Source: an optimization exercise on an open RTL-to-GDS flow (aim: small area, a short achievable clock period and few clock cycles). Production flows keep margins and buffers that such runs may drop.
Only simulation tests tie the RTL to the original design; equivalence was not proved.
Power and IR drop assume default switching activity.

==> amber <==
==> flow/design.v <==
package sse_pkg;
    typedef enum logic [1:0] {
        OP_INSERT  = 2'd0,
        OP_DELETE  = 2'd1,
        OP_ASCEND  = 2'd2,
        OP_DESCEND = 2'd3
    } op_t;
    typedef enum logic [2:0] {
        ST_INSERTED  = 3'd0,
        ST_DUPLICATE = 3'd1,
        ST_FULL      = 3'd2,
        ST_DELETED   = 3'd3,
        ST_NOT_FOUND = 3'd4,
        ST_LISTED    = 3'd5,
        ST_EMPTY     = 3'd6
    } status_t;
    localparam int VALUE_W = 32;
endpackage
module sorted_set_engine #(
    parameter int CAPACITY = 32
) (
    input  logic        aclk,
    input  logic        aresetn,
    input  logic        s_tvalid,
    output logic        s_tready,
    input  logic [31:0] s_tdata,    
    input  logic [1:0]  s_tuser,    
    output logic        m_tvalid,
    input  logic        m_tready,
    output logic [31:0] m_tdata,    
    output logic [2:0]  m_tuser,    
    output logic        m_tlast
);
    localparam int N  = CAPACITY;
    localparam int W  = sse_pkg::VALUE_W;
    localparam int OW = $clog2(CAPACITY + 1);
    localparam int PW = $clog2(CAPACITY);
    logic signed [W-1:0] slot_reg [N];
    logic [PW-1:0]       rank_reg [N];
    logic [N-1:0]        valid_reg;
    logic [N-1:0]        valid_next;
    logic [OW-1:0]       occ_reg;
    logic [OW-1:0]       occ_next;
    logic                c_valid;
    logic [1:0]          c_op;
    logic signed [W-1:0] c_val;
    logic [N-1:0]        c_lt;      
    logic [N-1:0]        c_eq;      
    logic                c_dup;     
    logic [PW-1:0]       c_pos;     
    logic [PW-1:0]       c_rem;     
    logic                pr_valid;
    logic [N-1:0]        pr_slot;
    logic [3:0]          pr_cnt [4];
    logic                o_valid;
    logic [W-1:0]        o_data;
    logic [2:0]          o_user;
    logic                o_last;
    logic                k_valid;
    logic [W-1:0]        k_data;
    logic [2:0]          k_user;
    logic                k_last;
    logic                rdy_reg;
    logic full;
    logic empty;
    logic fire;
    logic c_list;
    logic do_ins;
    logic do_del;
    logic c_last;
    logic c_done;
    logic accept;
    logic signed [W-1:0] a_val;      
    assign full   = (occ_reg == OW'(N));
    assign empty  = (occ_reg == '0);
    assign c_list = c_op[1];
    assign c_dup  = |c_eq;
    assign fire   = c_valid && !(o_valid && k_valid) && !(c_list && pr_valid);
    assign do_ins = fire && (c_op == sse_pkg::OP_INSERT) && !c_dup && !full;
    assign do_del = fire && (c_op == sse_pkg::OP_DELETE) && c_dup;
    assign c_last = !c_list || empty || (c_rem == '0);
    assign c_done = fire && c_last;
    assign accept = s_tvalid && rdy_reg;
    assign a_val  = s_tdata;
    logic [N-1:0] free_1h;
    logic [N-1:0] wr;
    always_comb begin
        logic seen;
        seen = 1'b0;
        for (int i = 0; i < N; i++) begin
            free_1h[i] = !valid_reg[i] && !seen;
            seen       = seen || !valid_reg[i];
        end
    end
    assign wr = do_ins ? free_1h : '0;
    logic [3:0] grp_cnt [4];
    for (genvar g = 0; g < 4; g++) begin : g_grp
        logic [7:0] x;
        logic [1:0] s2 [4];
        logic [2:0] s3 [2];
        assign x = c_lt[g*8 +: 8];
        for (genvar k = 0; k < 4; k++) begin : g_s2
            assign s2[k] = {1'b0, x[2*k]} + {1'b0, x[2*k+1]};
        end
        assign s3[0] = {1'b0, s2[0]} + {1'b0, s2[1]};
        assign s3[1] = {1'b0, s2[2]} + {1'b0, s2[3]};
        assign grp_cnt[g] = {1'b0, s3[0]} + {1'b0, s3[1]};
    end
    logic          pr_inc;
    logic          pr_dec;
    logic [PW-1:0] pr_sum;
    logic [PW-1:0] pr_rank;
    assign pr_inc  = do_ins && |(pr_slot & ~c_lt);
    assign pr_dec  = do_del && |(pr_slot & ~c_lt & ~c_eq);
    assign pr_sum  = (PW'(pr_cnt[0]) + PW'(pr_cnt[1])) + (PW'(pr_cnt[2]) + PW'(pr_cnt[3]));
    assign pr_rank = pr_inc ? pr_sum + PW'(1) : (pr_dec ? pr_sum - PW'(1) : pr_sum);
    always_comb begin
        for (int i = 0; i < N; i++) begin
            valid_next[i] = (valid_reg[i] && !(do_del && c_eq[i])) || wr[i];
        end
    end
    always_comb begin
        occ_next = occ_reg;
        if (do_ins) begin
            occ_next = occ_reg + OW'(1);
        end else if (do_del) begin
            occ_next = occ_reg - OW'(1);
        end
    end
    logic [W-1:0] rd_val;
    always_comb begin
        rd_val = '0;
        for (int i = 0; i < N; i++) begin
            if (valid_reg[i] && (rank_reg[i] == c_pos)) begin
                rd_val = rd_val | slot_reg[i];
            end
        end
    end
    logic [W-1:0] r_data;
    logic [2:0]   r_user;
    logic         r_last;
    always_comb begin
        r_data = c_val;
        r_last = 1'b1;
        if (c_list) begin
            if (empty) begin
                r_user = sse_pkg::ST_EMPTY;
            end else begin
                r_user = sse_pkg::ST_LISTED;
                r_data = rd_val;
                r_last = (c_rem == '0);
            end
        end else if (c_op == sse_pkg::OP_INSERT) begin
            if (c_dup) begin
                r_user = sse_pkg::ST_DUPLICATE;
            end else if (full) begin
                r_user = sse_pkg::ST_FULL;
            end else begin
                r_user = sse_pkg::ST_INSERTED;
            end
        end else begin
            r_user = c_dup ? sse_pkg::ST_DELETED : sse_pkg::ST_NOT_FOUND;
        end
    end
    logic [N-1:0] lt_new;
    logic [N-1:0] eq_new;
    logic         ca_lt;
    logic         ca_eq;
    assign ca_lt = c_val < a_val;
    assign ca_eq = (c_val == a_val);
    for (genvar i = 0; i < N; i++) begin : g_cmp
        logic lt_raw;
        logic eq_raw;
        assign lt_raw    = (slot_reg[i] < a_val);
        assign eq_raw    = (slot_reg[i] == a_val);
        assign lt_new[i] = valid_next[i] && (wr[i] ? ca_lt : lt_raw);
        assign eq_new[i] = valid_next[i] && (wr[i] ? ca_eq : eq_raw);
    end
    logic          c_valid_n;
    logic [1:0]    c_op_n;
    logic [PW-1:0] c_rem_n;
    logic          o_valid_n;
    logic          k_valid_n;
    logic          pop;
    logic          fire_n;
    logic          c_last_n;
    logic          rdy_n;
    logic [PW-1:0] occ_m1;
    assign pop    = o_valid && m_tready;
    assign occ_m1 = PW'(occ_next - OW'(1));
    always_comb begin
        c_valid_n = accept || (c_valid && !c_done);
        c_op_n    = accept ? s_tuser : c_op;
        c_rem_n   = accept ? occ_m1 : ((fire && c_list) ? c_rem - PW'(1) : c_rem);
        if (!o_valid) begin
            o_valid_n = fire;
            k_valid_n = 1'b0;
        end else if (!k_valid) begin
            o_valid_n = fire || !pop;
            k_valid_n = fire && !pop;
        end else begin
            o_valid_n = 1'b1;
            k_valid_n = !pop;
        end
        fire_n   = c_valid_n && !(o_valid_n && k_valid_n) && !(c_op_n[1] && do_ins);
        c_last_n = !c_op_n[1] || (occ_next == '0) || (c_rem_n == '0);
        rdy_n    = !c_valid_n || (fire_n && c_last_n);
    end
    always_ff @(posedge aclk) begin
        for (int i = 0; i < N; i++) begin
            if (!valid_reg[i]) begin
                slot_reg[i] <= c_val;
            end
            if (pr_valid && pr_slot[i]) begin
                rank_reg[i] <= pr_rank;
            end else if (do_ins && valid_reg[i] && !c_lt[i]) begin
                rank_reg[i] <= rank_reg[i] + PW'(1);
            end else if (do_del && valid_reg[i] && !c_lt[i] && !c_eq[i]) begin
                rank_reg[i] <= rank_reg[i] - PW'(1);
            end
        end
        if (accept) begin
            c_op  <= s_tuser;
            c_val <= a_val;
            c_lt  <= lt_new;
            c_eq  <= eq_new;
            c_pos <= s_tuser[0] ? occ_m1 : '0;
        end else if (fire && c_list) begin
            c_pos <= c_op[0] ? c_pos - PW'(1) : c_pos + PW'(1);
        end
        c_rem <= c_rem_n;
        pr_slot <= free_1h;
        for (int g = 0; g < 4; g++) begin
            pr_cnt[g] <= grp_cnt[g];
        end
        if (!o_valid || pop) begin
            if (k_valid) begin
                o_data <= k_data;
                o_user <= k_user;
                o_last <= k_last;
            end else begin
                o_data <= r_data;
                o_user <= r_user;
                o_last <= r_last;
            end
        end
        if (!k_valid) begin
            k_data <= r_data;
            k_user <= r_user;
            k_last <= r_last;
        end
    end
    always_ff @(posedge aclk) begin
        if (!aresetn) begin
            valid_reg <= '0;
            occ_reg   <= '0;
            c_valid   <= 1'b0;
            o_valid   <= 1'b0;
            k_valid   <= 1'b0;
            pr_valid  <= 1'b0;
            rdy_reg   <= 1'b1;
        end else begin
            valid_reg <= valid_next;
            occ_reg   <= occ_next;
            c_valid   <= c_valid_n;
            o_valid   <= o_valid_n;
            k_valid   <= k_valid_n;
            pr_valid  <= do_ins;
            rdy_reg   <= rdy_n;
        end
    end
    assign s_tready = rdy_reg;
    assign m_tvalid = o_valid;
    assign m_tdata  = o_data;
    assign m_tuser  = o_user;
    assign m_tlast  = o_last;
endmodule
==> flow/run.sh <==
#!/bin/bash
# synth_recipe.tcl (not shown) runs the flow's synth.tcl, then flattens the netlist and writes it again
# the make line also repeats each setting of config.mk as NAME=value (left out here)
make -C /OpenROAD-flow-scripts/flow DESIGN_CONFIG=/design/flow/config.mk WORK_HOME=/design/flow/orfs CLKGATE_MAP_FILE= SYNTH_SCRIPT=/design/flow/synth_recipe.tcl finish
==> flow/config.mk <==
export PLATFORM = sky130hd
export DESIGN_NAME = sorted_set_engine
export DESIGN_NICKNAME = sorted_set_engine
export VERILOG_FILES = /design/flow/design.v
export SDC_FILE = /design/flow/constraint.sdc
export NUM_CORES = 4
export LEC_CHECK = 0
export CAP_MARGIN = 20
export CORE_MARGIN = 2
export CORE_UTILIZATION = 40
export PLACE_DENSITY = 0.5
export SETUP_SLACK_MARGIN = 3.0
export SLEW_MARGIN = 20
==> flow/constraint.sdc <==
create_clock -name core_clock -period 6.0 [get_ports {aclk}]
set_input_delay 1.2000 -clock core_clock [delete_from_list [all_inputs] [get_ports {aclk}]]
set_output_delay 1.2000 -clock core_clock [all_outputs]
set_load 0.01 [all_outputs]
==> inputs of sierra, as changes to amber <==
--- a/flow/design.v
+++ b/flow/design.v
@@ -110,3 +110,2 @@
     logic          pr_dec;
-    logic [PW-1:0] pr_sum;
     logic [PW-1:0] pr_rank;
@@ -114,4 +113,4 @@
     assign pr_dec  = do_del && |(pr_slot & ~c_lt & ~c_eq);
-    assign pr_sum  = (PW'(pr_cnt[0]) + PW'(pr_cnt[1])) + (PW'(pr_cnt[2]) + PW'(pr_cnt[3]));
-    assign pr_rank = pr_inc ? pr_sum + PW'(1) : (pr_dec ? pr_sum - PW'(1) : pr_sum);
+    assign pr_rank = (PW'(pr_cnt[0]) + PW'(pr_cnt[1])) + (PW'(pr_cnt[2]) + PW'(pr_cnt[3]))
+                     + (pr_inc ? PW'(1) : (pr_dec ? '1 : '0));
     always_comb begin
@@ -210,3 +209,3 @@
         for (int i = 0; i < N; i++) begin
-            if (!valid_reg[i]) begin
+            if (wr[i]) begin
                 slot_reg[i] <= c_val;
Settings changed: CORE_UTILIZATION 40 to 35, PLACE_DENSITY 0.5 to 0.45.
==> comparison table <==
Met2 wire len: sierra 198000 um; amber 190000 um
Status: sierra complete, no violations; amber complete, no violations
Critical Path End: sierra rank_reg[26][2]$_DFFE_PP_; amber c_lt[20]$_DFFE_PP_
Vertical die dimension: sierra 493 um; amber 460 um
Xor and xnor fraction of the mapped netlist area: sierra 0.0340; amber 0.0338
P_seq: sierra 11.6 mW; amber 13.2 mW
Internal power consumption: sierra 23.6 mW; amber 26.4 mW
Wire length on met1: sierra 180000 um; amber 171000 um
Starting Density: sierra 0.352; amber 0.402
Synth Area in Simple Gates: sierra 0.0934; amber 0.0914
Num tapcells: sierra 3167; amber 2788
Top cell type's share of synthesized area: sierra 0.474; amber 0.477
Multi-input combinational gate total: sierra 5026; amber 5027
Violation count after the first detailed-route iteration: sierra 11300; amber 12200
Terminating pin of the worst hold path: sierra k_data[4]$_DFF_P_; amber k_data[19]$_DFF_P_
Number of non-clock inverters: sierra 175; amber 159
Testbench counts of amber, summed over its fixed seeds: cycles 12,158.
Testbench counts of sierra, summed over its fixed seeds: cycles 12,158.

-- separate check: timing with driven ports --
In the flow no input, the clock included, has a driving cell. The finished layouts below were timed again as built, in two steps.
Step 1 (the two cells are an assumption about what drives the block):
set clk [get_ports {aclk}]
set_driving_cell -lib_cell sky130_fd_sc_hd__clkbuf_16 $clk
set_driving_cell -lib_cell sky130_fd_sc_hd__buf_2 [delete_from_list [all_inputs] $clk]
Step 2 times the ports against the registers' clock, not the clock port: input delays grow and output delays shrink by t, the midpoint of the rising clock arrivals with the driver on.
Three values: ideal ports, drivers, drivers and shift; two values: the first two.
| run | shift t [ns] | setup slack, ns | clock arrival spread, ns | worst slew at a driven data input, ns | pins driven straight from the clock port |
|---|---|---|---|---|---|
| amber | 0.941 | 2.467 / 2.479 / 1.558 | 0.035 / 0.036 | 0.06 | 1 |
| sierra | 0.970 | 2.102 / 2.102 / 1.450 | 0.055 / 0.055 | 0.07 | 1 |
After both steps setup and hold are still met in every run listed. For amber, which loses most, drivers alone change the setup slack by +0.012 ns; drivers and shift together by -0.909 ns.
